Source: an optimization exercise on an open RTL-to-GDS flow (aim: small area, a short achievable clock period and few clock cycles). Production flows keep margins and buffers that such runs may drop.
The RTL was checked by simulation tests, not by an equivalence proof against the original design.
Power and IR drop assume default switching activity. The clock port is modelled as an ideal driver; clocking choices that lean on that would not hold on a real chip.

==> design/flow/design.v <==
module rpn_sequencer #(
    parameter int PROG_DEPTH = 64
) (
    input  logic                          clk,
    input  logic                          nrst,
    input  logic                          ld_valid,
    input  logic [17:0]                   ld_token,
    output logic                          ld_ready,
    input  logic                          prog_clr,
    input  logic                          start,
    input  logic [9:0]                    rpn_cnt,
    input  logic [15:0]                   rpn_out,
    output logic                          rpn_step,
    output logic                          rpn_push,
    output logic [1:0]                    rpn_op,
    output logic [15:0]                   rpn_d,
    output logic                          busy,
    output logic                          done,
    output logic                          err,
    output logic [$clog2(PROG_DEPTH)-1:0] err_pc,
    output logic [15:0]                   result,
    output logic [$clog2(PROG_DEPTH):0]   prog_len
);
    localparam int AW = $clog2(PROG_DEPTH);
    localparam logic [AW:0] LEN_MAX = (AW+1)'(PROG_DEPTH);
    logic [16:0]   prog_mem [PROG_DEPTH];
    logic [AW-1:0] rd_q;       
    logic [PROG_DEPTH-1:0] sel_q;   
    logic [16:0]   nxt_q;      
    logic          nxt_ok_q;   
    logic [AW:0]   len_q;
    logic          rdy_q;      
    logic [9:0]    depth_q;    
    logic          step_q;
    logic          fin_q;      
    logic          push_q;
    logic [1:0]    op_q;
    logic [15:0]   d_q;
    logic          busy_q;
    logic          done_q;
    logic          err_q;
    logic [AW-1:0] err_pc_q;
    logic [15:0]   result_q;
    logic          ld_ready_c;
    logic          load_fire;
    logic [16:0]   wr_tok;
    logic [16:0]   rd_tok;
    logic [16:0]   tok0;
    always_comb begin
        wr_tok[16]   = (ld_token[17:16] == 2'd0);
        wr_tok[15:2] = ld_token[15:2];
        wr_tok[1:0]  = wr_tok[16] ? ld_token[1:0] : ld_token[17:16];
    end
    assign ld_ready_c = rdy_q && !start && !prog_clr;
    assign load_fire  = ld_valid && ld_ready_c;
    logic [7:0]    wp_hi_q;
    logic [7:0]    wp_lo_q;
    logic [16:0]   wp_d_q;
    always_ff @(posedge clk) begin
        for (int i = 0; i < 8; i++) begin
            wp_hi_q[i] <= (len_q[5:3] == 3'(i));
            wp_lo_q[i] <= load_fire && (len_q[2:0] == 3'(i));
        end
        wp_d_q <= wr_tok;
        for (int w = 0; w < 2; w++) begin
            if (load_fire && len_q[AW-1:0] == AW'(w)) prog_mem[w] <= wr_tok;
        end
        for (int w = 2; w < PROG_DEPTH; w++) begin
            if (wp_hi_q[w / 8] && wp_lo_q[w % 8]) prog_mem[w] <= wp_d_q;
        end
    end
    always_comb begin
        rd_tok = '0;
        for (int w = 0; w < PROG_DEPTH; w++) begin
            rd_tok = rd_tok | (prog_mem[w] & {17{sel_q[w]}});
        end
        tok0 = prog_mem[0];
    end
    logic start_go;
    always_comb begin
        if (tok0[16])               start_go = (rpn_cnt != 10'h3FF);
        else if (tok0[1:0] == 2'd1) start_go = (rpn_cnt != 10'd0);
        else                        start_go = (rpn_cnt[9:1] != 9'd0);
        start_go = start_go && (len_q != '0);
    end
    logic d_eq1023, d_eq0, d_ge2;
    logic q_eq1022, q_eq1023, q_eq0, q_eq1, q_ge1, q_ge2, q_ge3;
    logic is_add;
    always_comb begin
        q_eq1023 = (depth_q == 10'd1023);
        q_eq1022 = (depth_q == 10'd1022);
        q_eq0    = (depth_q == 10'd0);
        q_eq1    = (depth_q == 10'd1);
        q_ge1    = !q_eq0;
        q_ge2    = (depth_q[9:1] != 9'd0);
        q_ge3    = q_ge2 && !(depth_q == 10'd2);
        is_add   = op_q[1];    
        if (push_q) begin
            d_eq1023 = q_eq1022; d_eq0 = 1'b0;  d_ge2 = q_ge1;
        end else if (is_add) begin
            d_eq1023 = 1'b0;     d_eq0 = q_eq1; d_ge2 = q_ge3;
        end else begin
            d_eq1023 = q_eq1023; d_eq0 = q_eq0; d_ge2 = q_ge2;
        end
    end
    logic nxt_legal, go, adv;
    always_comb begin
        if (nxt_q[16])               nxt_legal = !d_eq1023;
        else if (nxt_q[1:0] == 2'd1) nxt_legal = !d_eq0;
        else                         nxt_legal = d_ge2;
        go  = step_q && nxt_ok_q && nxt_legal;
        adv = busy_q ? go : start;
    end
    always_ff @(posedge clk) begin
        nxt_q <= rd_tok;
        rd_q  <= adv ? rd_q + 1'b1 : AW'(1);
        sel_q <= adv ? {sel_q[PROG_DEPTH-2:0], sel_q[PROG_DEPTH-1]} : PROG_DEPTH'(2);
        if (busy_q) begin
            depth_q <= depth_q + (push_q ? 10'd1 : (is_add ? 10'h3FF : 10'd0));
            push_q  <= nxt_q[16];
            op_q    <= nxt_q[16] ? 2'd0 : nxt_q[1:0];
            d_q     <= nxt_q[16] ? nxt_q[15:0] : 16'd0;
            nxt_ok_q <= nxt_ok_q && (rd_q != len_q[AW-1:0]);
        end else begin
            depth_q <= rpn_cnt;
            push_q  <= tok0[16];
            op_q    <= tok0[16] ? 2'd0 : tok0[1:0];
            d_q     <= tok0[16] ? tok0[15:0] : 16'd0;
            nxt_ok_q <= (len_q > (AW+1)'(1));
        end
        if (busy_q && step_q && nxt_ok_q && !nxt_legal) err_pc_q <= rd_q - 1'b1;
        if (busy_q && !step_q && !fin_q)                err_pc_q <= '0;
        if (busy_q && !step_q)                          result_q <= rpn_out;
    end
    always_ff @(posedge clk or negedge nrst) begin
        if (!nrst) begin
            len_q   <= '0;
            rdy_q   <= 1'b1;
            step_q  <= 1'b0;
            fin_q   <= 1'b0;
            busy_q  <= 1'b0;
            done_q  <= 1'b0;
            err_q   <= 1'b0;
        end else begin
            if (!busy_q) begin
                if (start) begin
                    done_q <= 1'b0;
                    err_q  <= 1'b0;
                    busy_q <= 1'b1;
                    rdy_q  <= 1'b0;
                    step_q <= start_go;
                end else if (prog_clr) begin
                    len_q <= '0;
                    rdy_q <= 1'b1;
                end else if (load_fire) begin
                    len_q <= len_q + 1'b1;
                    rdy_q <= (len_q != LEN_MAX - 1'b1);
                end
            end else if (step_q) begin
                if (!nxt_ok_q) begin
                    step_q <= 1'b0;
                    fin_q  <= 1'b1;
                end else if (!nxt_legal) begin
                    busy_q <= 1'b0;
                    rdy_q  <= !len_q[AW];
                    step_q <= 1'b0;
                    err_q  <= 1'b1;
                end
            end else begin
                busy_q <= 1'b0;
                rdy_q  <= !len_q[AW];
                fin_q  <= 1'b0;
                if (fin_q || len_q == '0) done_q <= 1'b1;
                else                      err_q  <= 1'b1;
            end
        end
    end
    assign ld_ready  = ld_ready_c;
    assign rpn_step  = step_q;
    assign rpn_push  = push_q;
    assign rpn_op    = op_q;
    assign rpn_d     = d_q;
    assign busy      = busy_q;
    assign done      = done_q;
    assign err       = err_q;
    assign err_pc    = err_pc_q;
    assign result    = result_q;
    assign prog_len  = len_q;
endmodule
==> design/flow/run.sh <==
#!/bin/bash
# synth_recipe.tcl (not shown) runs the flow's synth.tcl, then flattens the netlist and writes it again
# the make line also repeats each setting of config.mk as NAME=value (left out here)
make -C /OpenROAD-flow-scripts/flow DESIGN_CONFIG=/design/flow/config.mk WORK_HOME=/design/flow/orfs CLKGATE_MAP_FILE= SYNTH_SCRIPT=/design/flow/synth_recipe.tcl finish
==> design/flow/config.mk <==
export PLATFORM = sky130hd
export DESIGN_NAME = rpn_sequencer
export DESIGN_NICKNAME = rpn_sequencer
export VERILOG_FILES = /design/flow/design.v
export SDC_FILE = /design/flow/constraint.sdc
export NUM_CORES = 4
export LEC_CHECK = 0
export CAP_MARGIN = 20
export CORE_MARGIN = 2
export CORE_UTILIZATION = 65
export SETUP_SLACK_MARGIN = 2.5
export SLEW_MARGIN = 20
==> design/flow/constraint.sdc <==
create_clock -name core_clock -period 5.0 [get_ports {clk}]
set_input_delay 1.0000 -clock core_clock [delete_from_list [all_inputs] [get_ports {clk}]]
set_output_delay 1.0000 -clock core_clock [all_outputs]
set_load 0.01 [all_outputs]
==> results_dict.tcl, run 1 <==
set metrics [dict create \
    grt_max_degree 71 \
    synth_warnings 2 \
    gr-total-overflow 0 \
    vdd_drop_max_mv 0.351 \
    synthArstFlopShare_pct 1.02 \
    first_iter_violations 5940 \
    cp-end-kind "flop" \
    power_leakage_nw 16.8 \
    ys_seq_area_share_pct 81.1 \
    crit_family "simple AND/OR/NAND/NOR gates" \
    synth.distinct_cells 57 \
    stdcell_area_sq_um 51300 \
    root_buffer "clkbuf_16" \
    synth-edff-count 1104 \
    worstMarginPinSlew_ps 1330 \
    port_buffers 101 \
    cts_buffers 118 \
    maxSlewViolCount 0 \
    antenna_found_initial 6 \
    finalCriticalPeriod_ps 2620 \
    start_util_pct 65.7 \
    fmax_mhz 381 \
    tns_ps 0 \
    synth_flop_cell "edfxtp_1" \
    cts_tree "built" \
    pwr_density_cell_nw_per_um2 424 \
    vias 28446 \
    clkLatencyLatePin_ps 710 \
    arrival_ps 3190 \
    num_rows 96 \
    rsz0062_at_grt "true" \
    maxCapViolations 0 \
    final_nets 2663 \
    hpwl_um 89900 \
    grt_pass1_wl_um 218000 \
    drtPass1Iterations 7 \
    finalCritPeriodShare_pct 52.4 \
    die_x_um 268 \
    clockBufferDepth 3 \
    routed_via_density 7.81 \
    die_h_um 268 \
    max-slew-margin-rel_pct 11.5 \
    hold_viol 0 \
    die_area_sq_um 71600 \
    fillers 4109 \
    worst_path_max_delay_cell "or4_1" \
    synth_nets 2526 \
    drive_above_1_share_pct 14.2 \
    fp.coreArea_sq_um 68700 \
    path_max_fanout 13 \
    cts_hold_buffers 0 \
    syn2layout_area_growth_pct 13.6 \
    clock_sinks 1273 \
    ios 102 \
    synth_area_sq_um 45100 \
    syn_area_per_cell_sq_um 18.4 \
    route.detailed.drc 0 \
    synthesis.instances 2459 \
    multi_input_comb_area_sq_um 7960 \
    cts_max_level 3 \
    routed_wl_um 165000 \
    worst_ep_required_time_ps 5570 \
    finalSetupViolations 0 \
    max_stage_delay_ps 590 \
    power_mw 21.7 \
    fin_skew_ps 26.7 \
    drtAntennaViolNets 0 \
    grt_usage_pct 46.6 \
    outcome "finished clean" \
    worstSetupPathType "flop to flop" \
    grt_pass1_vias 26418 \
    regArea_sq_um 36700 \
    cp-start-kind "flop" \
    crit_path_cell_trace "buf_4 > a22o_1 > a221oi_1 > nand4_1 > or4_1" \
    place_area_sq_um 47300 \
    gp_congestion 0.897 \
    ys_seq_elements 1273 \
    hold_path_class "flop to flop" \
    path_buf_inv 1 \
    avgRoutedWirePerCell_um 45.3 \
    clk_pin_slew_ps 70 \
]
==> kinds of logic after synthesis <==
| family | Yosys count | share of synthesized area, % |
|---|---|---|
| flops | 1273 | 81.1 |
| compound gates | 619 | 11.8 |
| simple gates | 341 | 4.47 |
| buf+inv | 177 | 1.50 |
| xor+xnor | 22 | 0.427 |
| fa+ha+maj | 18 | 0.516 |
| mux | 9 | 0.208 |
==> cells in the final DEF (no fill, tap or decap), drive strengths merged, types with 51 or more instances in the layout <==
cell	Yosys	final
buf	26	69
and2	67	67
dfxtp	156	156
clkbuf	126	171
edfxtp	1104	1104
a221oi	272	272
dlygate4sd2	0	51
nand4	76	76
a22o	289	289
nor2b	68	68
==> worst register-to-register path, stage by stage (launching register included) <==
cell and delay (ps):
dfxtp_1 530, buf_4 400, a22o_1 270, a221oi_1 390, nand4_1 310, or4_1 600
==> stage by stage <==
step | hold slack, ps | util, % | setup slack (ps) | std cells
2_1_floorplan | 420 | - | 2530 | 2459
3_3_place_gp | 425 | 68.9 | 1590 | 3396
3_5_place_dp | 427 | 68.9 | 1550 | 3396
4_1_cts | 441 | 74.5 | 2390 | 3633
5_1_grt | 451 | 74.6 | 2410 | 3633
6_report | 436 | 74.6 | 2380 | 3640
==> registers in the layout, summed over array words and instances (netlist names), 10 cells and up <==
name,count
d_q,16
depth_q,10
nxt_q,17
prog_mem,1088
result_q,16
sel_q,64
wp_d_q,17
==> where the power goes <==
part           switching (mW)  internal, mW  total, mW
registers               0.285          11.7       12.0
clock network            3.90          4.99       8.90
logic                   0.508         0.355      0.863
==> cell usage after synthesis (5+ instances only) <==
cell      number  area (sq um)
or3_1          7          43.8
mux2i_1        6          60.1
nor3_1         8          40.0
nor4_1         8          50.1
buf_2          7          35.0
clkbuf_1     126           473
a22o_1       289          2530
ha_1          17           213
nor3b_1        5          37.5
and2_1        67           419
nand3_1        8          40.0
and3_1         8          50.1
nand2_1       25          93.8
dfxtp_1      156          3120
nand4_1       76           475
xnor2_1       11          96.3
a21oi_1       10          50.1
nor2_1        31           116
dfrtp_1       12           300
edfxtp_1    1104         33200
a221oi_1     272          2380
or4_1         17           128
xor2_1        11          96.3
buf_1         18          67.6
o21ai_0       14          70.1
nor2b_1       68           425
inv_1         24          90.1
==> area by class of cell <==
cell class,count,area share [%]
sequential,1273,71.6
clock inverter,57,0.962
timing repair buffer,169,2.83
antenna,7,0.0342
inverter,25,0.190
multi-input combinational,1009,15.5
tap,931,2.27
clock buffer,169,6.56
==> timing repair <==
item / 4_1_cts / 5_1_grt
setup endpoints to repair: 184 / 85
gates cloned: 0 / 0
resized for setup: 78 / 10
buffers inserted: 11 / 0
pin swaps: 2 / 2
==> path summary, 6_finish.rpt <==
path / from / end / slack, ps / depth (start not counted)
worst max-delay path: sel_q[55] / nxt_q[11] / 2380 / 5
worst min-delay path: nxt_q[7] / d_q[7] / 440 / 1
worst max register to register: sel_q[55] / nxt_q[11] / 2380 / 5
worst min register to register: nxt_q[7] / d_q[7] / 440 / 1
max in group asynchronous: nrst / busy_q / 3820 / 1
min in group asynchronous: nrst / busy_q / 710 / 1
==> per-layer routing <==
layer | GRT usage [%] | share of wire, % | up-vias
li1 | - | - | 10531
met1 | 61.2 | 32 | 14072
met2 | 65.7 | 42 | 3084
met3 | 17.6 | 17 | 749
met4 | 30.3 | 8.0 | 10
met5 | 0.554 | 0.086 | -
Testbench counts, summed over its fixed seeds: cycles 22,275.
==> run 2, diff against run 1 <==
--- a/design/flow/design.v
+++ b/design/flow/design.v
@@ -29,7 +29,7 @@
     logic [16:0]   nxt_q;      
     logic          nxt_ok_q;   
     logic [AW:0]   len_q;
-    logic          rdy_q;      
+    logic          nrdy_q;     
     logic [9:0]    depth_q;    
     logic          step_q;
     logic          fin_q;      
@@ -51,7 +51,7 @@
         wr_tok[15:2] = ld_token[15:2];
         wr_tok[1:0]  = wr_tok[16] ? ld_token[1:0] : ld_token[17:16];
     end
-    assign ld_ready_c = rdy_q && !start && !prog_clr;
+    assign ld_ready_c = !(nrdy_q || start || prog_clr);
     assign load_fire  = ld_valid && ld_ready_c;
     logic [7:0]    wp_hi_q;
     logic [7:0]    wp_lo_q;
@@ -135,7 +135,7 @@
     always_ff @(posedge clk or negedge nrst) begin
         if (!nrst) begin
             len_q   <= '0;
-            rdy_q   <= 1'b1;
+            nrdy_q  <= 1'b0;
             step_q  <= 1'b0;
             fin_q   <= 1'b0;
             busy_q  <= 1'b0;
@@ -147,14 +147,14 @@
                     done_q <= 1'b0;
                     err_q  <= 1'b0;
                     busy_q <= 1'b1;
-                    rdy_q  <= 1'b0;
+                    nrdy_q <= 1'b1;
                     step_q <= start_go;
                 end else if (prog_clr) begin
                     len_q <= '0;
-                    rdy_q <= 1'b1;
+                    nrdy_q <= 1'b0;
                 end else if (load_fire) begin
                     len_q <= len_q + 1'b1;
-                    rdy_q <= (len_q != LEN_MAX - 1'b1);
+                    nrdy_q <= (len_q == LEN_MAX - 1'b1);
                 end
             end else if (step_q) begin
                 if (!nxt_ok_q) begin
@@ -162,13 +162,13 @@
                     fin_q  <= 1'b1;
                 end else if (!nxt_legal) begin
                     busy_q <= 1'b0;
-                    rdy_q  <= !len_q[AW];
+                    nrdy_q <= len_q[AW];
                     step_q <= 1'b0;
                     err_q  <= 1'b1;
                 end
             end else begin
                 busy_q <= 1'b0;
-                rdy_q  <= !len_q[AW];
+                nrdy_q <= len_q[AW];
                 fin_q  <= 1'b0;
                 if (fin_q || len_q == '0) done_q <= 1'b1;
                 else                      err_q  <= 1'b1;
==> design/flow/flow/run.sh (new file) <==
#!/bin/bash
# Layout flow: the standard ORFS flow (standard.sh, unchanged synthesis
# and steps) with settings changed:
#  - port buffers are sky130_fd_sc_hd__buf_4 cells (every input and output
#    port is still buffered, as in the standard flow)
#  - clock tree synthesis inserts no dummy loads and clusters up to 25
#    sinks within 80 um per leaf buffer
# ORFS writes each step's full log under orfs/logs/; make's own output goes
# to flow_make.log in this folder.
set -euo pipefail
export BUFFER_PORTS_ARGS="-buffer_cell sky130_fd_sc_hd__buf_4"
export CTS_ARGS="-sink_clustering_enable -repair_clock_nets -dont_use_dummy_load -sink_clustering_size 25 -sink_clustering_max_diameter 80"
bash standard.sh finish > flow_make.log 2>&1
==> design/flow/standard.sh (new file) <==
#!/bin/bash
# synth_recipe.tcl (not shown) runs the flow's synth.tcl, then flattens the netlist and writes it again
# the make line also repeats each setting of config.mk as NAME=value (left out here)
make -C /OpenROAD-flow-scripts/flow DESIGN_CONFIG=/design/flow/config.mk WORK_HOME=/design/flow/orfs CLKGATE_MAP_FILE= SYNTH_SCRIPT=/design/flow/synth_recipe.tcl "${@:-finish}"
removed: design/flow/run.sh
==> run 2 against run 1 <==
  * Via count down 3.8%
  * Clock skew up 45 ps
  * First-iteration DRC count fell by 3.8%
  * Critical path type unchanged
  * Highest routed layer unchanged
==> results_dict.tcl, run 2 <==
set metrics [dict create \
    final_common_cell "edfxtp_1" \
    stdcell_count 3430 \
    clkLatencyLatePin_ps 680 \
    ios 102 \
    rr_startpoint "sel_q[56]" \
    avgRoutedWirePerCell_um 46.7 \
    synth_top_area_share_pct 73.5 \
    max-slew-margin-rel_pct 15.6 \
    hold_path_class "input port to asynchronous set/reset pin" \
    die_x_um 267 \
    finalCriticalPeriod_ps 2680 \
    arrival_ps 3220 \
    finalSetupViolations 0 \
    cts_buffers 57 \
    route.detailed.drc 0 \
    num_rows 96 \
    top_register "prog_mem" \
    worstMarginPinSlew_ps 1270 \
    synth_flop_cell "edfxtp_1" \
    routed_wl_um 160000 \
    grt_usage_pct 45.0 \
    syn_area_per_cell_sq_um 18.5 \
    r2r_setup_slack_ps 2320 \
    largest_reg_flops 1088 \
    place_area_sq_um 47000 \
    dp_cells 3368 \
    worst_ep_required_time_ps 5540 \
    synth.distinct_cells 59 \
    fmax_mhz 374 \
    drtPass1Iterations 6 \
    final_nets 2565 \
    fp.coreArea_sq_um 68700 \
    power_mw 18.8 \
    finalCritPeriodShare_pct 53.5 \
    routed_via_density 7.98 \
    grt_pass1_vias 25167 \
    vias 27355 \
    synth_commonest_cells "1104 x edfxtp_1, 288 x a22o_1, 272 x a221oi_1" \
    clock_sinks 1273 \
    path_max_fanout 12 \
    drive_above_1_share_pct 14.3 \
    layout_common_cells "1104 x edfxtp_1, 288 x a22o_1, 269 x a221oi_1" \
    start_util_pct 65.7 \
    antenna_found_initial 9 \
    vdd_drop_max_mv 0.324 \
    synthesis.instances 2435 \
    gp_congestion 0.906 \
    cts_tree "built" \
    hpwl_um 89900 \
    yosys-top-cells-area "edfxtp_1 73%, dfxtp_1 6.9%, a22o_1 5.6%" \
    power_leakage_nw 15.7 \
    maxCapViolations 0 \
    cp-start-kind "flop" \
    pwr_density_cell_nw_per_um2 387 \
    rsz0062_at_grt "true" \
    synth_area_sq_um 45100 \
    first_iter_violations 5714 \
    r2r_cells 5 \
    dpl_worst_slack_ps 1930 \
    outcome "finished clean" \
    synth_nets 2502 \
    reg_top3 "prog_mem x1088, sel_q x64" \
    clockBufferDepth 3 \
    worstSetupPathType "flop to flop" \
    drtAntennaViolNets 0 \
    tns_ps 0 \
    cp-end-kind "flop" \
    ys_seq_area_share_pct 81.1 \
    synth_top_area_cell "edfxtp_1" \
    cts_hold_buffers 0 \
    root_buffer "clkbuf_16" \
    holdWs_ps 205 \
    die_area_sq_um 71500 \
    maxSlewViolCount 0 \
    fin_skew_ps 71.9 \
    synth_most_common_cell "edfxtp_1" \
    synth-edff-count 1104 \
    fin_ws_ps 2320 \
    synthArstFlopShare_pct 1.02 \
    syn2layout_area_growth_pct 7.54 \
    grt_max_degree 71 \
    stdcell_area_sq_um 48500 \
    grt_pass1_wl_um 210000 \
    fin_util_pct 70.6 \
    gr-total-overflow 0 \
    synth_warnings 2 \
    clk_pin_slew_ps 100 \
    cts_max_level 2 \
    port_buffers 101 \
    ys_seq_elements 1273 \
    r2r-end "nxt_q[5]" \
    hold_viol 0 \
    die_h_um 267 \
]
==> run 2: worst max path at each step <==
stage / depth (start not counted) / start / slack [ps] / to
after floorplan: 2 / prog_clr / 2510 / ld_ready
after global placement: 5 / ld_valid / 1960 / prog_mem[1][12]
after detailed placement: 5 / ld_valid / 1930 / prog_mem[1][12]
after CTS: 5 / sel_q[58] / 2500 / nxt_q[7]
after global routing: 5 / sel_q[56] / 2420 / nxt_q[5]
final: 5 / sel_q[56] / 2320 / nxt_q[5]
==> run 2: cells by family after synthesis <==
group	after synthesis	share of synthesized area [%]
compound gates	618	11.8
xor+xnor	25	0.485
fa+ha+maj	18	0.516
buf+inv	168	1.53
flops	1273	81.1
mux	12	0.286
simple gates	321	4.24
==> run 2: worst max-delay path: stages, from the launching register on <==
cell      delay [ps]
dfxtp_1          520
buf_4            350
a22o_1           240
a221oi_1         230
nand4_1          540
or4_1            640
==> run 2: cell type report <==
cell class	instances	area (sq um)
diodes	3	7.51
clock buffers	57	1430
fillers	4386	20200
inverters	15	56.3
multi-input cells	994	7960
flip-flops and latches	1273	36700
well taps	931	1160
repair buffers	157	1200
==> run 2: per-layer routing <==
layer / up-vias / part of all wire [%] / global-route usage, %
met5: - / 0.023 / 0
met4: 6 / 7.1 / 24.4
met3: 563 / 16 / 13.6
met2: 2701 / 44 / 67.2
met1: 13929 / 33 / 60.1
li1: 10156 / - / -
==> run 2: timing repair <==
item,4_1_cts,5_1_grt
gates resized for setup,9,12
pin swaps,1,4
buffers inserted,0,1
endpoints found under the setup margin,85,94
==> run 2: power breakdown <==
part,switching [mW],internal (mW)
logic,0.819,0.607
clock network,3.08,2.04
registers,0.437,11.8
total,4.34,14.4
Testbench counts of run 2, summed over its fixed seeds: cycles 22,275.
==> run 3, diff against run 2 <==
==> design/flow/flow/run.sh (replaced) <==
#!/bin/bash
# Layout flow: the standard ORFS flow (standard.sh, unchanged synthesis
# and steps) with settings changed:
#  - port buffers are sky130_fd_sc_hd__buf_4 cells (every input and output
#    port is still buffered, as in the standard flow)
#  - clock tree synthesis inserts no dummy loads and clusters up to 32
#    sinks within 100 um per leaf buffer
# ORFS writes each step's full log under orfs/logs/; make's own output goes
# to flow_make.log in this folder.
set -euo pipefail
export BUFFER_PORTS_ARGS="-buffer_cell sky130_fd_sc_hd__buf_4"
export CTS_ARGS="-sink_clustering_enable -repair_clock_nets -dont_use_dummy_load -sink_clustering_size 32 -sink_clustering_max_diameter 100"
bash standard.sh finish > flow_make.log 2>&1
--- a/design/flow/config.mk
+++ b/design/flow/config.mk
@@ -7,6 +7,6 @@
 export LEC_CHECK = 0
 export CAP_MARGIN = 20
 export CORE_MARGIN = 2
-export CORE_UTILIZATION = 65
+export CORE_UTILIZATION = 70
 export SETUP_SLACK_MARGIN = 2.5
 export SLEW_MARGIN = 20
==> run 3 against run 2 <==
  * Design area is 0.67% lower
  * Critical path depth is 1 lower
  * Core utilization is 4.5 points higher
  * Combinational power is 6% higher
  * Flip-flop and latch count stayed put
  * Worst setup slack better by 73 ps
  * Critical path type unchanged
  * Largest power group unchanged
==> results_dict.tcl, run 3 <==
set metrics [dict create \
    die_x_um 258 \
    seq_power_share_pct 66.5 \
    route.detailed.drc 0 \
    first_iter_violations 6427 \
    start_util_pct 70.4 \
    synth_top_family_by_area "compound AO/OA/AOI/OAI gates" \
    clkPwrFrac_pct 25.2 \
    synth_area_sq_um 45100 \
    synth_flop_cell "edfxtp_1" \
    vias 27792 \
    synth_warnings 2 \
    tns_ps 0 \
    synth.distinct_cells 59 \
    antenna_found_initial 8 \
    finalCriticalPeriod_ps 2600 \
    switchingPower_mw 4.29 \
    worstMarginPinSlew_ps 1260 \
    drtPass1Iterations 6 \
    largest_reg_flops 1088 \
    rr_startpoint "sel_q[24]" \
    final_nets 2562 \
    routed_wl_um 159000 \
    synth_compound_area_share_pct 11.8 \
    layout_common_cells "1104 x edfxtp_1, 288 x a22o_1, 267 x a221oi_1" \
    routed_via_density 8.29 \
    pwr-share-comb_pct 8.3 \
    synth_fa_ha_area_share_pct 0.516 \
    drtAntennaViolNets 0 \
    ys_seq_area_share_pct 81.1 \
    worst_path_max_delay_cell "dfxtp_2" \
    max_stage_delay_ps 700 \
    yosys-top-cells-area "edfxtp_1 73%, dfxtp_1 6.9%, a22o_1 5.6%" \
    r2r_setup_slack_ps 2400 \
    synth_top_area_share_pct 73.5 \
    max-slew-margin-rel_pct 16.0 \
    place_area_sq_um 46900 \
    port_buffers 101 \
    swShare_pct 23.4 \
    avgRoutedWirePerCell_um 47.5 \
    cp-end-kind "flop" \
    root_buffer "clkbuf_16" \
    crit_path_cell_trace "a22o_1 > a221oi_1 > nand4_1 > or4_1" \
    syn2layout_area_growth_pct 6.82 \
    gp_congestion 0.942 \
    synthArstFlopShare_pct 1.02 \
    grt_pass1_vias 25842 \
    synth_mux_area_share_pct 0.286 \
    stdcell_area_sq_um 48200 \
    synth_commonest_cells "1104 x edfxtp_1, 288 x a22o_1, 272 x a221oi_1" \
    hpwl_um 89800 \
    die_area_sq_um 66500 \
    worstSetupPathType "flop to flop" \
    cp_num_cells 4 \
    top_register "prog_mem" \
    clkLatencyLatePin_ps 670 \
    synthesis.instances 2435 \
    grt_max_degree 63 \
    ios 102 \
    hold_viol 0 \
    r2r-end "nxt_q[13]" \
    fillers 3691 \
    num_rows 93 \
    gr-total-overflow 0 \
    fin_skew_ps 37.2 \
    arrival_ps 3130 \
    synth_xor_area_share_pct 0.485 \
    final_common_cell "edfxtp_1" \
    hold_path_class "input port to asynchronous set/reset pin" \
    cts_buffers 45 \
    clockBufferDepth 3 \
    synth-edff-count 1104 \
    endpoint "nxt_q[13]" \
    outcome "finished clean" \
    fmax_mhz 384 \
    grt_pass1_wl_um 211000 \
    synth_most_common_cell "edfxtp_1" \
    path_max_fanout 18 \
    grt_usage_pct 48.0 \
    synth_simple_gate_area_share_pct 4.24 \
    die_h_um 258 \
    cts_max_level 2 \
    pwr_density_cell_nw_per_um2 380 \
    internal-power_mw 14.0 \
    crit_family "simple AND/OR/NAND/NOR gates" \
    ys_seq_elements 1273 \
    clk_pin_slew_ps 120 \
    r2r_cells 4 \
    path_buf_inv 0 \
    worst_ep_required_time_ps 5530 \
    drive_above_1_share_pct 14.0 \
    power_leakage_nw 15.6 \
    synth_nets 2502 \
    maxSlewViolCount 0 \
    maxCapViolations 0 \
    synth_top_area_cell "edfxtp_1" \
    syn_area_per_cell_sq_um 18.5 \
    vdd_drop_max_mv 0.423 \
    fp.coreArea_sq_um 64100 \
    worstSetupStartpoint "sel_q[24]" \
    cp-start-kind "flop" \
    finalSetupViolations 0 \
    clock_sinks 1273 \
    finalCritPeriodShare_pct 52.0 \
    rsz0062_at_grt "true" \
    reg_top3 "prog_mem x1088, sel_q x64" \
    holdWs_ps 169 \
    cts_tree "built" \
]
## run 3: cell counts after synthesis
Identical to the previous run, type by type.
## run 3: per-layer routing
metal | global-route usage (%) | up-vias | part of all wire, %
li1 | - | 10143 | -
met1 | 63.9 | 13709 | 31
met2 | 67.5 | 3256 | 42
met3 | 17.7 | 680 | 18
met4 | 31.6 | 4 | 8.2
met5 | 0 | - | 0.019
## run 3: kinds of logic after synthesis
| kind of cell | Yosys count |
|---|---|
| xor+xnor | 25 |
| compound gates | 618 |
| fa+ha+maj | 18 |
| simple gates | 321 |
| flops | 1273 |
| buf+inv | 168 |
| mux | 12 |
## run 3: stage by stage
stage                     setup WS, ps  utilization (%)  power, mW  std cells
final                             2400             75.2       18.3       3354
after global placement            1840             73.2       13.8       3297
after floorplan                   2510                -       13.1       2435
after CTS                         2500             75.0       18.2       3345
after global routing              2480             75.2       18.6       3348
after detailed placement          1760             73.2       13.9       3297
## run 3: layout make-up
class / count / area (sq um) / area share (%)
antenna: 6 / 15.0 / 0.0311
tap: 855 / 1070 / 2.22
sequential: 1273 / 36700 / 76.2
multi-input combinational: 995 / 7980 / 16.6
clock buffer: 45 / 1130 / 2.34
timing repair buffer: 165 / 1240 / 2.58
inverter: 15 / 56.3 / 0.117
## run 3: what timing repair did
action | in CTS | in global routing
pin swaps | 2 | 5
hold buffers | 0 | 0
setup buffers | 2 | 3
gates resized for setup | 8 | 13
setup endpoints to repair | 104 | 60
gates cloned | 1 | 0
## run 3: power groups by stage
stage / logic (mW) / registers [mW] / clock network [mW]
6_report: 1.52 / 12.2 / 4.61
5_1_grt: 1.60 / 12.2 / 4.80
4_1_cts: 1.47 / 12.2 / 4.52
3_5_place_dp: 1.44 / 12.4 / 0
3_3_place_gp: 1.41 / 12.4 / 0
2_1_floorplan: 0.854 / 12.3 / 0
## run 3: how the worst min path moves through the flow
stage | end | slack [ps] | cells past startpoint
3_3_place_gp | d_q[6] | 430 | 1
6_report | step_q | 170 | 1
4_1_cts | busy_q | 170 | 1
3_5_place_dp | d_q[2] | 430 | 1
5_1_grt | len_q[5] | 190 | 1
2_1_floorplan | d_q[10] | 420 | 1
==> run 4, diff against run 3 <==
--- a/design/flow/design.v
+++ b/design/flow/design.v
@@ -26,6 +26,7 @@
     logic [16:0]   prog_mem [PROG_DEPTH];
     logic [AW-1:0] rd_q;       
     logic [PROG_DEPTH-1:0] sel_q;   
+    logic [16:0]   part_q [4];  
     logic [16:0]   nxt_q;      
     logic          nxt_ok_q;   
     logic [AW:0]   len_q;
@@ -46,6 +47,8 @@
     logic [16:0]   wr_tok;
     logic [16:0]   rd_tok;
     logic [16:0]   tok0;
+    logic [16:0]   tok1;
+    logic [16:0]   part_d [4];
     always_comb begin
         wr_tok[16]   = (ld_token[17:16] == 2'd0);
         wr_tok[15:2] = ld_token[15:2];
@@ -62,19 +65,23 @@
             wp_lo_q[i] <= load_fire && (len_q[2:0] == 3'(i));
         end
         wp_d_q <= wr_tok;
-        for (int w = 0; w < 2; w++) begin
+        for (int w = 0; w < 3; w++) begin
             if (load_fire && len_q[AW-1:0] == AW'(w)) prog_mem[w] <= wr_tok;
         end
-        for (int w = 2; w < PROG_DEPTH; w++) begin
+        for (int w = 3; w < PROG_DEPTH; w++) begin
             if (wp_hi_q[w / 8] && wp_lo_q[w % 8]) prog_mem[w] <= wp_d_q;
         end
     end
     always_comb begin
-        rd_tok = '0;
-        for (int w = 0; w < PROG_DEPTH; w++) begin
-            rd_tok = rd_tok | (prog_mem[w] & {17{sel_q[w]}});
+        for (int p = 0; p < 4; p++) begin
+            part_d[p] = '0;
+            for (int w = p * (PROG_DEPTH / 4); w < (p + 1) * (PROG_DEPTH / 4); w++) begin
+                part_d[p] = part_d[p] | (prog_mem[w] & {17{sel_q[w]}});
+            end
         end
+        rd_tok = part_q[0] | part_q[1] | part_q[2] | part_q[3];
         tok0 = prog_mem[0];
+        tok1 = prog_mem[1];
     end
     logic start_go;
     always_comb begin
@@ -112,9 +119,10 @@
         adv = busy_q ? go : start;
     end
     always_ff @(posedge clk) begin
-        nxt_q <= rd_tok;
-        rd_q  <= adv ? rd_q + 1'b1 : AW'(1);
-        sel_q <= adv ? {sel_q[PROG_DEPTH-2:0], sel_q[PROG_DEPTH-1]} : PROG_DEPTH'(2);
+        for (int p = 0; p < 4; p++) part_q[p] <= part_d[p];
+        nxt_q  <= busy_q ? rd_tok : tok1;
+        rd_q   <= adv ? rd_q + 1'b1 : AW'(1);
+        sel_q  <= adv ? {sel_q[PROG_DEPTH-2:0], sel_q[PROG_DEPTH-1]} : PROG_DEPTH'(4);
         if (busy_q) begin
             depth_q <= depth_q + (push_q ? 10'd1 : (is_add ? 10'h3FF : 10'd0));
             push_q  <= nxt_q[16];
--- a/design/flow/config.mk
+++ b/design/flow/config.mk
@@ -8,5 +8,5 @@
 export CAP_MARGIN = 20
 export CORE_MARGIN = 2
 export CORE_UTILIZATION = 70
-export SETUP_SLACK_MARGIN = 2.5
+export SETUP_SLACK_MARGIN = 2.55
 export SLEW_MARGIN = 20
==> run 4 against run 3 <==
  * Synthesized cell count rose by 5.5%
  * Clock skew rose by 5.4 ps
  * Sequential power grew 7%
  * Hold slack better by 17 ps
  * Flip-flop and latch count is 68 higher
  * Via count is 6.9% lower
==> results_dict.tcl, run 4 <==
set metrics [dict create \
    clock_sinks 1341 \
    cts_max_level 2 \
    synth.distinct_cells 57 \
    finalCritPeriodShare_pct 48.7 \
    max-slew-margin-rel_pct 16.2 \
    final_common_cell "edfxtp_1" \
    syn2layout_area_growth_pct 6.88 \
    top_register "prog_mem" \
    port_buffers 101 \
    cp-start-kind "input port" \
    reg_top3 "prog_mem x1088, part_q x68, sel_q x64" \
    ys_seq_area_share_pct 81.3 \
    outcome "finished clean" \
    crit_path_cell_trace "buf_8 > nor3_4 > buf_6" \
    maxSlewViolCount 0 \
    worst_ep_required_time_ps 4000 \
    finalSetupViolations 0 \
    cp-end-kind "output pin" \
    vias 25887 \
    die_h_um 262 \
    die_x_um 262 \
    syn_area_per_cell_sq_um 18.2 \
    cp_num_cells 3 \
    fmax_mhz 411 \
    synth_nets 2637 \
    worst_path_max_delay_cell "nor3_4" \
    stdcell_area_sq_um 49900 \
    rr_startpoint "depth_q[0]" \
    drtAntennaViolNets 0 \
    path_max_fanout 3 \
    fp.coreArea_sq_um 65900 \
    synth_mux_area_share_pct 0.118 \
    gp_congestion 0.905 \
    cts_tree "built" \
    synth_simple_gate_area_share_pct 4.41 \
    antenna_found_initial 12 \
    cts_buffers 47 \
    routed_via_density 7.39 \
    grt_pass1_wl_um 173000 \
    ios 102 \
    grt_pass1_vias 25086 \
    hpwl_um 68100 \
    pwr_density_cell_nw_per_um2 394 \
    num_rows 94 \
    stdcell_count 3505 \
    synth_area_sq_um 46700 \
    synth_fa_ha_area_share_pct 0.499 \
    arrival_ps 1430 \
    die_area_sq_um 68700 \
    synthArstFlopShare_pct 0.969 \
    r2r-end "sel_q[40]" \
    worstSetupPathType "input port to output pin" \
    tns_ps 0 \
    path_buf_inv 2 \
    worstMarginPinSlew_ps 1250 \
    gr-total-overflow 0 \
    synth_most_common_cell "edfxtp_1" \
    dp_cells 3444 \
    drtPass1Iterations 6 \
    first_iter_violations 4188 \
    clockBufferDepth 3 \
    route.detailed.drc 0 \
    synth_top_family_by_area "compound AO/OA/AOI/OAI gates" \
    clk_pin_slew_ps 120 \
    synth_top_area_cell "edfxtp_1" \
    synth-edff-count 1104 \
    r2r_setup_slack_ps 2600 \
    grt_max_degree 62 \
    synth_xor_area_share_pct 0.432 \
    vdd_drop_max_mv 0.470 \
    synthesis.instances 2570 \
    synth_compound_area_share_pct 11.7 \
    r2r_cells 6 \
    fillers 3751 \
    root_buffer "clkbuf_16" \
    drive_above_1_share_pct 10.9 \
    max_stage_delay_ps 200 \
    layout_common_cells "1104 x edfxtp_1, 288 x a22o_1, 274 x a221oi_1" \
    finalCriticalPeriod_ps 2430 \
    largest_reg_flops 1088 \
    clkLatencyLatePin_ps 660 \
    avgRoutedWirePerCell_um 34.6 \
    synth_flop_cell "edfxtp_1" \
    synth_top_area_share_pct 71.0 \
    ys_seq_elements 1341 \
    routed_wl_um 121000 \
    power_leakage_nw 16.1 \
    cts_hold_buffers 0 \
    fin_skew_ps 42.6 \
    place_area_sq_um 48500 \
    hold_viol 0 \
    yosys-top-cells-area "edfxtp_1 71%, dfxtp_1 9.6%, a22o_1 5.4%" \
    final_nets 2708 \
    maxCapViolations 0 \
    hold_path_class "input port to asynchronous set/reset pin" \
    rsz0062_at_grt "true" \
    start_util_pct 70.9 \
    synth_warnings 4 \
    grt_usage_pct 35.0 \
    crit_family "buffers and inverters" \
    synth_commonest_cells "1104 x edfxtp_1, 288 x a22o_1, 274 x a221oi_1" \
    worstSetupStartpoint "start" \
]
==> run 4: changes by cell type in the layout (fill, tap and decap cells not counted), sizes merged, moves of 17 or more <==
| cell | previous run | this run |
|---|---|---|
| nor4 | 4 | 21 |
| dfxtp | 156 | 224 |
| and2 | 135 | 64 |
| nor2b | 7 | 69 |
| nor2 | 25 | 49 |
==> run 4: per-layer routing <==
| layer | wire, um | share of wire (%) | track usage (%) |
|---|---|---|---|
| met5 | 53 | 0.044 | 0 |
| met4 | 3890 | 3.2 | 11.1 |
| met3 | 14700 | 12 | 5.73 |
| met2 | 57100 | 47 | 54.8 |
| met1 | 45500 | 38 | 51.6 |
==> run 4: how the worst max path moves through the flow <==
stage                        endpoint  slack (ps)
final                        ld_ready        2570
after global routing       depth_q[9]        2500
after CTS                 prog_len[2]        2570
after detailed placement     len_q[5]        2030
after global placement       len_q[5]        2070
after floorplan              ld_ready        2570
==> run 4: cell families after synthesis <==
family	count (synthesis)
AOI/OAI and AO/OA	641
xor gates and xnor gates	23
muxes	5
adders and majority gates	18
and+or+nand+nor	359
DFF	1341
buffers and inverters	183
==> run 4: layout make-up <==
cell class                      instances  area, sq um  area share, %
Antenna cell                            2         5.00         0.0100
Clock buffer                           47         1180           2.36
Inverter                               27          101          0.203
Multi-Input combinational cell       1046         8050           16.1
Sequential cell                      1341        38000           76.2
Tap cell                              864         1080           2.17
Timing Repair Buffer                  178         1440           2.88
==> run 4: timing repair <==
item,CTS,global route
pin swaps,1,2
resized for setup,14,7
setup buffers,1,7
cloned,0,1
hold endpoints to repair,0,0
setup endpoints to repair,66,91
==> run 4: stage by stage <==
step | setup slack (ps) | util (%) | power (mW) | hold slack (ps)
4_1_cts | 2570 | 75.4 | 19.5 | 158
3_5_place_dp | 2030 | 73.6 | 15.0 | 427
6_report | 2570 | 75.7 | 19.6 | 186
5_1_grt | 2500 | 75.7 | 20.2 | 169
3_3_place_gp | 2070 | 73.5 | 15.0 | 425
2_1_floorplan | 2570 | - | 14.2 | 420
==> run 4: power breakdown <==
part	total, mW	switching (mW)	internal [mW]
logic	1.91	1.06	0.850
clock network	4.72	3.02	1.71
registers	13.0	0.534	12.5
total	19.6	4.61	15.0
Testbench counts of run 4, summed over its fixed seeds: cycles 22,275.
==> run 5, diff against run 4 <==
==> design/flow/flow/run.sh (replaced) <==
#!/bin/bash
# Layout flow: the standard ORFS flow (standard.sh, unchanged synthesis
# and steps) with settings changed:
#  - port buffers are sky130_fd_sc_hd__buf_4 cells (every input and output
#    port is still buffered, as in the standard flow)
#  - clock tree synthesis inserts no dummy loads and clusters up to 25
#    sinks within 80 um per leaf buffer
# ORFS writes each step's full log under orfs/logs/; make's own output goes
# to flow_make.log in this folder.
set -euo pipefail
export BUFFER_PORTS_ARGS="-buffer_cell sky130_fd_sc_hd__buf_4"
export CTS_ARGS="-sink_clustering_enable -repair_clock_nets -dont_use_dummy_load -sink_clustering_size 25 -sink_clustering_max_diameter 80"
bash standard.sh finish > flow_make.log 2>&1
==> run 5 against run 4 <==
  * Still clean
  * Global-route usage increased by 0.10 points
  * Non-clock buffer count unchanged
  * Flip-flop and latch count unchanged
  * Clock skew increased by 12 ps
  * Combinational power about the same
  * Die area unchanged
  * Clock power increased by 11%
  * Via count increased by 0.15%
==> results_dict.tcl, run 5 <==
set metrics [dict create \
    synth_area_sq_um 46700 \
    power_leakage_nw 16.3 \
    pwr-share-comb_pct 9.6 \
    arrival_ps 1430 \
    worstMarginPinSlew_ps 1230 \
    top_register "prog_mem" \
    worstSetupStartpoint "start" \
    synthesis.instances 2570 \
    yosys-top-cells-area "edfxtp_1 71%, dfxtp_1 9.6%, a22o_1 5.4%" \
    synth.distinct_cells 57 \
    switchingPower_mw 4.70 \
    synth_xor_area_share_pct 0.432 \
    synth_fa_ha_area_share_pct 0.499 \
    path_max_fanout 3 \
    gr-total-overflow 0 \
    rsz0062_at_grt "true" \
    grt_pass1_vias 25266 \
    routed_via_density 7.37 \
    clockBufferDepth 3 \
    vdd_drop_max_mv 0.369 \
    internal-power_mw 15.5 \
    cts_buffers 60 \
    clock_sinks 1341 \
    maxSlewViolCount 0 \
    largest_reg_flops 1088 \
    finalSetupViolations 0 \
    drtAntennaViolNets 0 \
    fmax_mhz 411 \
    synth_compound_area_share_pct 11.7 \
    synth_commonest_cells "1104 x edfxtp_1, 288 x a22o_1, 274 x a221oi_1" \
    cts_tree "built" \
    grt.met2_usage_pct 55.3 \
    clkLatencyLatePin_ps 680 \
    synth_top_area_share_pct 71.0 \
    hold_viol 0 \
    hpwl_um 68100 \
    num_rows 94 \
    max-slew-margin-rel_pct 17.9 \
    synth_top_family_by_area "compound AO/OA/AOI/OAI gates" \
    tns_ps 0 \
    synth-edff-count 1104 \
    gp_congestion 0.905 \
    synth_nets 2637 \
    worstSetupPathType "input port to output pin" \
    hold_path_class "input port to asynchronous set/reset pin" \
    seq_power_share_pct 64.4 \
    grt_usage_pct 35.1 \
    grt_max_degree 62 \
    root_buffer "clkbuf_16" \
    drtPass1Iterations 6 \
    die_x_um 262 \
    fin_skew_ps 54.1 \
    worst_ep_required_time_ps 4000 \
    final_common_cell "edfxtp_1" \
    die_area_sq_um 68700 \
    maxCapViolations 0 \
    ys_seq_area_share_pct 81.3 \
    cts_max_level 2 \
    first_iter_violations 4088 \
    worst_path_max_delay_cell "nor3_4" \
    syn_area_per_cell_sq_um 18.2 \
    grtUsageMet1_pct 51.4 \
    synth_top_area_cell "edfxtp_1" \
    swShare_pct 23.3 \
    stdcell_area_sq_um 50200 \
    antenna_found_initial 9 \
    fin_util_pct 76.2 \
    clkPwrFrac_pct 26.0 \
    synth_warnings 4 \
    ios 102 \
    cp-start-kind "input port" \
    busiest_layer "met2" \
    port_buffers 101 \
    start_util_pct 70.9 \
    routed_wl_um 122000 \
    max_stage_delay_ps 200 \
    route.detailed.drc 0 \
    layout_common_cells "1104 x edfxtp_1, 288 x a22o_1, 274 x a221oi_1" \
    ys_seq_elements 1341 \
    cp-end-kind "output pin" \
    pwr_density_cell_nw_per_um2 402 \
    avgRoutedWirePerCell_um 34.6 \
    place_area_sq_um 48500 \
    finalCriticalPeriod_ps 2430 \
    reg_top3 "prog_mem x1088, part_q x68, sel_q x64" \
    fp.coreArea_sq_um 65900 \
    die_h_um 262 \
    rr_startpoint "depth_q[0]" \
    finalCritPeriodShare_pct 48.7 \
    power_mw 20.2 \
    cts_hold_buffers 0 \
    synth_mux_area_share_pct 0.118 \
    global_route.usage.met3_pct 5.95 \
    vias 25927 \
    clk_pin_slew_ps 100 \
    outcome "finished clean" \
    synth_flop_cell "edfxtp_1" \
    synth_most_common_cell "edfxtp_1" \
    crit_path_cell_trace "buf_8 > nor3_4 > buf_6" \
    syn2layout_area_growth_pct 7.55 \
    synth_simple_gate_area_share_pct 4.41 \
    synthArstFlopShare_pct 0.969 \
    grt_pass1_wl_um 174000 \
    drive_above_1_share_pct 11.4 \
    r2r_cells 6 \
    final_nets 2721 \
]
==> run 5: kinds of logic (layout without fill, tap and decap cells) <==
group / count (synthesis) / count (layout)
AOI/OAI and AO/OA: 641 / 641
xor gates and xnor gates: 23 / 23
adders and majority gates: 18 / 18
buffers and inverters: 183 / 265
DFF: 1341 / 1341
muxes: 5 / 5
other: 0 / 2
and+or+nand+nor: 359 / 359
==> run 5: final cells by class <==
cell class | count | area (sq um)
diodes | 2 | 5.00
clock buffers | 60 | 1500
fillers | 3682 | 15700
inverters | 27 | 101
multi-input cells | 1046 | 8050
flip-flops and latches | 1341 | 38000
well taps | 864 | 1080
repair buffers | 178 | 1420
==> run 5: layer usage <==
layer,wire [um],part of all wire (%)
met1,46300,38
met2,57300,47
met3,14000,12
met4,3950,3.2
met5,29,0.024
==> run 5: power by group through the flow <==
stage                     Sequential (mW)  Combinational [mW]  Clock (mW)
after floorplan                      13.0                1.20           0
after global placement               13.2                1.76           0
after detailed placement             13.2                1.80           0
after CTS                            13.0                1.83        5.24
after global routing                 13.0                2.09        5.58
final                                13.0                1.93        5.24
==> run 5: worst paths after layout <==
kind / to / slack [ps]
min in group core_clock: d_q[13] / 430
worst max-delay path: ld_ready / 2570
worst min-delay path: len_q[3] / 180
worst max register to register: sel_q[26] / 2640
worst min register to register: d_q[13] / 430
max in group asynchronous: len_q[4] / 4620
==> run 5: timing repair <==
item,CTS,global route
resized for setup,13,6
setup endpoints to repair,65,76
pin swaps,1,2
buffers inserted,1,9
cloned,0,1
==> run 5: metrics by stage <==
stage	hold WS (ps)	worst slack [ps]	instances
final	181	2570	3518
after global routing	178	2420	3518
after CTS	162	2570	3505
after detailed placement	427	2030	3444
after global placement	425	2070	3443
after floorplan	420	2570	2570
==> run 5: worst max-delay path: cells and delay by family <==
kind,cells,cell delay (ps)
buffers and inverters,2,230
and+or+nand+nor,1,200

## static timing again, ports no longer ideal
No port has a modelled driver above. Below, the same layouts with a new extraction and two added sets of constraints.
Step 1 (the two cells are an assumption about what drives the block):
set clk [get_ports {clk}]
set_driving_cell -lib_cell sky130_fd_sc_hd__clkbuf_16 $clk
set_driving_cell -lib_cell sky130_fd_sc_hd__buf_2 [delete_from_list [all_inputs] $clk]
Step 2 also shifts input and output timing later by t, the mid clock arrival at the registers, as if the neighbouring blocks saw the same clock.
a / b / c = ideal ports / drivers / drivers and shift; a / b = the first two.
| run | t (ns) | setup slack, ns | worst hold slack (ns) | worst register clock-pin slew, ns | worst data-port slew with drivers (ns) |
|---|---|---|---|---|---|
| run 1 | 0.762 | 2.378 / 2.378 / 1.884 | 0.436 / 0.436 / 0.436 | 0.07 / 0.07 | 0.09 |
| run 2 | 0.716 | 2.325 / 2.325 / 2.064 | 0.205 / 0.163 / 0.455 | 0.10 / 0.10 | 0.10 |
| run 3 | 0.716 | 2.398 / 2.398 / 2.033 | 0.169 / 0.143 / 0.465 | 0.12 / 0.12 | 0.07 |
| run 4 | 0.709 | 2.566 / 2.523 / 2.028 | 0.186 / 0.148 / 0.454 | 0.12 / 0.12 | 0.12 |
| run 5 | 0.722 | 2.566 / 2.517 / 2.016 | 0.181 / 0.139 / 0.426 | 0.10 / 0.10 | 0.12 |
After both steps setup and hold are still met in every run listed. For run 5, which loses most, drivers alone change the setup slack by -0.049 ns; drivers and shift together by -0.550 ns.
